Context: an optimization exercise on an open-source flow, tuned for small area. The choices shown serve that exercise and are no tape-out recipe.
Only simulation tests tie the RTL to the original design; equivalence was not proved.
Power is estimated from default activity; no workload was simulated.

Setup of before:
==> flow/design.v <==
`default_nettype none
module apb_slave_mem #(
    parameter int DATA_WIDTH  = 16,
    parameter int ADDR_WIDTH  = 16,
    parameter int DEPTH       = 256,
    parameter int BASE_ADDR   = 0,
    parameter int WAIT_CYCLES = 2
) (
    input  logic                  i_PCLK,
    input  logic                  i_PRESETn,
    input  logic [ADDR_WIDTH-1:0] i_PADDR,
    input  logic                  i_PSEL,
    input  logic                  i_PENABLE,
    input  logic                  i_PWRITE,
    input  logic [DATA_WIDTH-1:0] i_PWDATA,
    output logic                  o_PREADY,
    output logic [DATA_WIDTH-1:0] o_PRDATA,
    output logic                  o_PSLVERR
);
    localparam int c_IDX_W = (DEPTH > 1) ? $clog2(DEPTH) : 1;
    localparam int c_LO_W  = c_IDX_W / 2;
    localparam int c_HI_W  = c_IDX_W - c_LO_W;
    localparam logic [ADDR_WIDTH:0] c_BASE_EXT  = (ADDR_WIDTH+1)'(BASE_ADDR);
    localparam logic [ADDR_WIDTH:0] c_DEPTH_EXT = (ADDR_WIDTH+1)'(DEPTH);
    logic                    w_setup;
    logic [ADDR_WIDTH:0]     w_diff;
    logic                    w_err_new;
    logic [c_IDX_W-1:0]      w_idx_new;
    assign w_setup   = i_PSEL && !i_PENABLE;
    assign w_diff    = {1'b0, i_PADDR} - c_BASE_EXT;
    assign w_err_new = ({1'b0, i_PADDR} < c_BASE_EXT) || (w_diff >= c_DEPTH_EXT);
    assign w_idx_new = w_diff[c_IDX_W-1:0];
    logic r_pready_q, r_pslverr_q, r_rd_q, r_we_q;
    always_ff @(posedge i_PCLK or negedge i_PRESETn) begin
        if (!i_PRESETn) begin
            r_pready_q  <= 1'b0;
            r_pslverr_q <= 1'b0;
            r_rd_q      <= 1'b0;
            r_we_q      <= 1'b0;
        end else begin
            r_pready_q  <= w_setup;
            r_pslverr_q <= w_setup && w_err_new;
            r_rd_q      <= w_setup && !w_err_new && !i_PWRITE;
            r_we_q      <= w_setup && !w_err_new && i_PWRITE;
        end
    end
    logic [c_IDX_W-1:0]    r_idx_q;
    logic [DATA_WIDTH-1:0] r_wdata_q;
    always_ff @(posedge i_PCLK) begin
        r_idx_q   <= w_idx_new;
        r_wdata_q <= i_PWDATA;
    end
    localparam int c_NLO = 1 << c_LO_W;
    localparam int c_NHI = 1 << c_HI_W;
    logic [c_NLO-1:0] w_lo;
    logic [c_NHI-1:0] w_hi;
    apb_mem_predec #(.N(c_LO_W)) u_lo (
        .i_en (r_rd_q || (r_we_q && i_PSEL)),
        .i_idx(r_idx_q[c_LO_W-1:0]),
        .o_sel(w_lo)
    );
    apb_mem_predec #(.N(c_HI_W)) u_hi (
        .i_en (1'b1),
        .i_idx(r_idx_q[c_IDX_W-1:c_LO_W]),
        .o_sel(w_hi)
    );
    logic [DEPTH-1:0][DATA_WIDTH-1:0] r_mem_q, w_mem_d;
    logic [DEPTH-1:0]      w_load, w_sel_n;
    logic [DATA_WIDTH-1:0] w_cdata;
    for (genvar i = 0; i < DEPTH; i++) begin : g_word
        apb_mem_nand2 u_dec (
            .a(w_lo[i % c_NLO]),
            .b(w_hi[i / c_NLO]),
            .y(w_sel_n[i])
        );
        apb_mem_inv u_load (
            .a(w_sel_n[i]),
            .y(w_load[i])
        );
        apb_mem_hold #(.W(DATA_WIDTH)) u_hold (
            .i_q   (r_mem_q[i]),
            .i_keep({DATA_WIDTH{w_sel_n[i]}}),
            .i_d   (w_cdata),
            .i_load({DATA_WIDTH{w_load[i]}}),
            .o_y   (w_mem_d[i])
        );
    end
    always_ff @(posedge i_PCLK) begin
        r_mem_q <= w_mem_d;
    end
    localparam int c_NP = DEPTH / 2;
    localparam int c_NG = c_NP / 16;
    logic [c_NP*DATA_WIDTH-1:0] w_z;
    logic [c_NG*DATA_WIDTH-1:0] w_g;
    logic [DATA_WIDTH-1:0] w_rd;
    for (genvar p = 0; p < c_NP; p++) begin : g_pair
        apb_mem_oai22 #(.W(DATA_WIDTH)) u_oai (
            .i_a0(r_mem_q[2*p]),   .i_s0({DATA_WIDTH{w_sel_n[2*p]}}),
            .i_a1(r_mem_q[2*p+1]), .i_s1({DATA_WIDTH{w_sel_n[2*p+1]}}),
            .o_y (w_z[p*DATA_WIDTH +: DATA_WIDTH])
        );
    end
    for (genvar g = 0; g < c_NG; g++) begin : g_grp
        apb_mem_or16 #(.W(DATA_WIDTH)) u_or (
            .i_z(w_z[16*g*DATA_WIDTH +: 16*DATA_WIDTH]),
            .o_y(w_g[g*DATA_WIDTH +: DATA_WIDTH])
        );
    end
    apb_mem_rdout #(.W(DATA_WIDTH), .N(c_NG)) u_out (
        .i_en({DATA_WIDTH{r_rd_q}}),
        .i_g (w_g),
        .o_q (w_rd)
    );
    assign w_cdata = r_rd_q ? w_rd : r_wdata_q;
    assign o_PREADY  = r_pready_q;
    assign o_PRDATA  = w_rd;
    assign o_PSLVERR = r_pslverr_q;
endmodule
module apb_mem_predec #(
    parameter int N = 4
) (
    input  logic              i_en,
    input  logic [N-1:0]      i_idx,
    output logic [(1<<N)-1:0] o_sel
);
    always_comb begin
        for (int i = 0; i < (1 << N); i++) begin
            o_sel[i] = i_en && (i_idx == N'(i));
        end
    end
endmodule
module apb_mem_nand2 (
    input  logic a,
    input  logic b,
    output logic y
);
    assign y = ~(a & b);
endmodule
module apb_mem_inv (
    input  logic a,
    output logic y
);
    assign y = ~a;
endmodule
module apb_mem_hold #(
    parameter int W = 16
) (
    input  logic [W-1:0] i_q,
    input  logic [W-1:0] i_keep,
    input  logic [W-1:0] i_d,
    input  logic [W-1:0] i_load,
    output logic [W-1:0] o_y
);
    assign o_y = (i_q & i_keep) | (i_d & i_load);
endmodule
module apb_mem_oai22 #(
    parameter int W = 16
) (
    input  logic [W-1:0] i_a0,
    input  logic [W-1:0] i_s0,
    input  logic [W-1:0] i_a1,
    input  logic [W-1:0] i_s1,
    output logic [W-1:0] o_y
);
    assign o_y = ~((i_a0 | i_s0) & (i_a1 | i_s1));
endmodule
module apb_mem_or16 #(
    parameter int W = 16
) (
    input  logic [16*W-1:0] i_z,
    output logic [W-1:0] o_y
);
    always_comb begin
        o_y = '0;
        for (int k = 0; k < 16; k++) begin
            o_y = o_y | i_z[k*W +: W];
        end
    end
endmodule
module apb_mem_rdout #(
    parameter int W = 16,
    parameter int N = 8
) (
    input  logic [W-1:0]   i_en,
    input  logic [N*W-1:0] i_g,
    output logic [W-1:0] o_q
);
    logic [W-1:0] w_or;
    always_comb begin
        w_or = '0;
        for (int k = 0; k < N; k++) begin
            w_or = w_or | i_g[k*W +: W];
        end
    end
    assign o_q = ~w_or & i_en;
endmodule
`default_nettype wire
`default_nettype none
module apb_mem_top (
    input  logic        i_PCLK,
    input  logic        i_PRESETn,
    input  logic [15:0] i_PADDR,
    input  logic        i_PSEL,
    input  logic        i_PENABLE,
    input  logic        i_PWRITE,
    input  logic [15:0] i_PWDATA,
    output logic        o_PREADY,
    output logic [15:0] o_PRDATA,
    output logic        o_PSLVERR
);
    apb_slave_mem #(
        .DATA_WIDTH (16),
        .ADDR_WIDTH (16),
        .DEPTH      (256),
        .BASE_ADDR  (16'h0100),
        .WAIT_CYCLES(2)
    ) u_mem (
        .i_PCLK   (i_PCLK),
        .i_PRESETn(i_PRESETn),
        .i_PADDR  (i_PADDR),
        .i_PSEL   (i_PSEL),
        .i_PENABLE(i_PENABLE),
        .i_PWRITE (i_PWRITE),
        .i_PWDATA (i_PWDATA),
        .o_PREADY (o_PREADY),
        .o_PRDATA (o_PRDATA),
        .o_PSLVERR(o_PSLVERR)
    );
endmodule
`default_nettype wire
make LEC_CHECK=0 CAP_MARGIN=20 CORE_MARGIN=2 CORE_UTILIZATION=70 CTS_CLUSTER_DIAMETER=80 CTS_CLUSTER_SIZE=30 SLEW_MARGIN=20 SYNTH_HIERARCHICAL=1 SYNTH_MEMORY_MAX_BITS=8192 finish   # period 10.0 ns
run.sh (not shown) runs the stock make flow with config.mk's settings and CLKGATE_MAP_FILE= SYNTH_SCRIPT=/design/flow/synth_recipe.tcl, a recipe that flattens the netlist after the stock synthesis.
before -> stages 100% | layout checks FAIL | negative setup slack
> inputs changed (before -> after)
-- flow/design.v --
<<< before, line 53
    localparam int c_NLO = 1 << c_LO_W;
    localparam int c_NHI = 1 << c_HI_W;
    logic [c_NLO-1:0] w_lo;
    logic [c_NHI-1:0] w_hi;
    apb_mem_predec #(.N(c_LO_W)) u_lo (
        .i_en (r_rd_q || (r_we_q && i_PSEL)),
        .i_idx(r_idx_q[c_LO_W-1:0]),
        .o_sel(w_lo)
    );
    apb_mem_predec #(.N(c_HI_W)) u_hi (
>>> after, line 53
    localparam int c_NLO = 1 << c_LO_W;
    localparam int c_NHI = 1 << c_HI_W;
    logic [c_NLO-1:0] w_wlo, w_rlo;
    logic [c_NHI-1:0] w_hi;
    apb_mem_predec #(.N(c_LO_W)) u_wlo (
        .i_en (r_we_q && i_PSEL),
        .i_idx(r_idx_q[c_LO_W-1:0]),
        .o_sel(w_wlo)
    );
    apb_mem_predec #(.N(c_LO_W)) u_rlo (
        .i_en (r_rd_q),
        .i_idx(r_idx_q[c_LO_W-1:0]),
        .o_sel(w_rlo)
    );
    apb_mem_predec #(.N(c_HI_W)) u_hi (
<<< before, line 66
    );
    logic [DEPTH-1:0][DATA_WIDTH-1:0] r_mem_q, w_mem_d;
    logic [DEPTH-1:0]      w_load, w_sel_n;
    logic [DATA_WIDTH-1:0] w_cdata;
    for (genvar i = 0; i < DEPTH; i++) begin : g_word
        apb_mem_nand2 u_dec (
            .a(w_lo[i % c_NLO]),
            .b(w_hi[i / c_NLO]),
            .y(w_sel_n[i])
        );
        apb_mem_inv u_load (
            .a(w_sel_n[i]),
            .y(w_load[i])
        );
        apb_mem_hold #(.W(DATA_WIDTH)) u_hold (
            .i_q   (r_mem_q[i]),
            .i_keep({DATA_WIDTH{w_sel_n[i]}}),
            .i_d   (w_cdata),
            .i_load({DATA_WIDTH{w_load[i]}}),
            .o_y   (w_mem_d[i])
>>> after, line 71
    );
    logic [DEPTH-1:0][DATA_WIDTH-1:0] r_mem_q, w_mem_d;
    logic [DEPTH-1:0]                 w_load, w_keep, w_sel_n;
    for (genvar i = 0; i < DEPTH; i++) begin : g_word
        apb_mem_nand2 u_wdec (
            .a(w_wlo[i % c_NLO]),
            .b(w_hi[i / c_NLO]),
            .y(w_keep[i])
        );
        apb_mem_inv u_load (
            .a(w_keep[i]),
            .y(w_load[i])
        );
        apb_mem_nand2 u_rdec (
            .a(w_rlo[i % c_NLO]),
            .b(w_hi[i / c_NLO]),
            .y(w_sel_n[i])
        );
        apb_mem_hold #(.W(DATA_WIDTH)) u_hold (
            .i_q   (r_mem_q[i]),
            .i_keep({DATA_WIDTH{w_keep[i]}}),
            .i_d   (r_wdata_q),
            .i_load({DATA_WIDTH{w_load[i]}}),
            .o_y   (w_mem_d[i])
<<< before, line 112
        .o_q (w_rd)
    );
    assign w_cdata = r_rd_q ? w_rd : r_wdata_q;
    assign o_PREADY  = r_pready_q;
    assign o_PRDATA  = w_rd;
>>> after, line 121
        .o_q (w_rd)
    );
    assign o_PREADY  = r_pready_q;
    assign o_PRDATA  = w_rd;
## What came out
after vs. before: met2 capacity usage during global routing up 3.8 points, sequential fraction of total cell area grew by 1.1 points, clock-net power saw an increase.
Looking across after and before, the single run that reached the end with no open violations was after.
Final checks on before, whose flow otherwise completed, came back failing, citing negative setup slack.
Compared with before, after shows pin count of the biggest net entering global routing higher by 62.
Cmp after and before / minimum setup slack after placement / higher: after
Compared with before, after shows total number of multi-input combinational cells that has gone up by a few percent.
Sort after and before by multi-input gate share of total cell area asc -> top: before

==> afterwards: timing with drivers on the ports <==
No port has a modelled driver above. Below, the same layouts with a new extraction and two added sets of constraints.
Step 1: set_driving_cell puts a clkbuf_16 on i_PCLK and a buf_2 on each other input, an assumption about the parent block.
Step 2 times the ports against the registers' clock, not the clock port: input delays grow and output delays shrink by t, the midpoint of the rising clock arrivals with the driver on.
a / b / c = no drivers / after step 1 / after step 2; a / b = the first two.
| run | shift t [ns] | setup WS [ns] | hold slack, ns | worst setup path at the end | latest minus earliest clock arrival (ns) |
|---|---|---|---|---|---|
| before | 0.962 | -0.163 / -0.194 / -0.194 | 0.495 / 0.495 / 0.495 | input to output | 0.038 / 0.038 |
| after | 0.981 | 0.942 / 0.841 / 1.822 | 0.494 / 0.494 / 0.494 | register to output | 0.039 / 0.038 |
For before, which loses most, drivers alone change the setup slack by -0.031 ns; drivers and shift together by -0.031 ns.
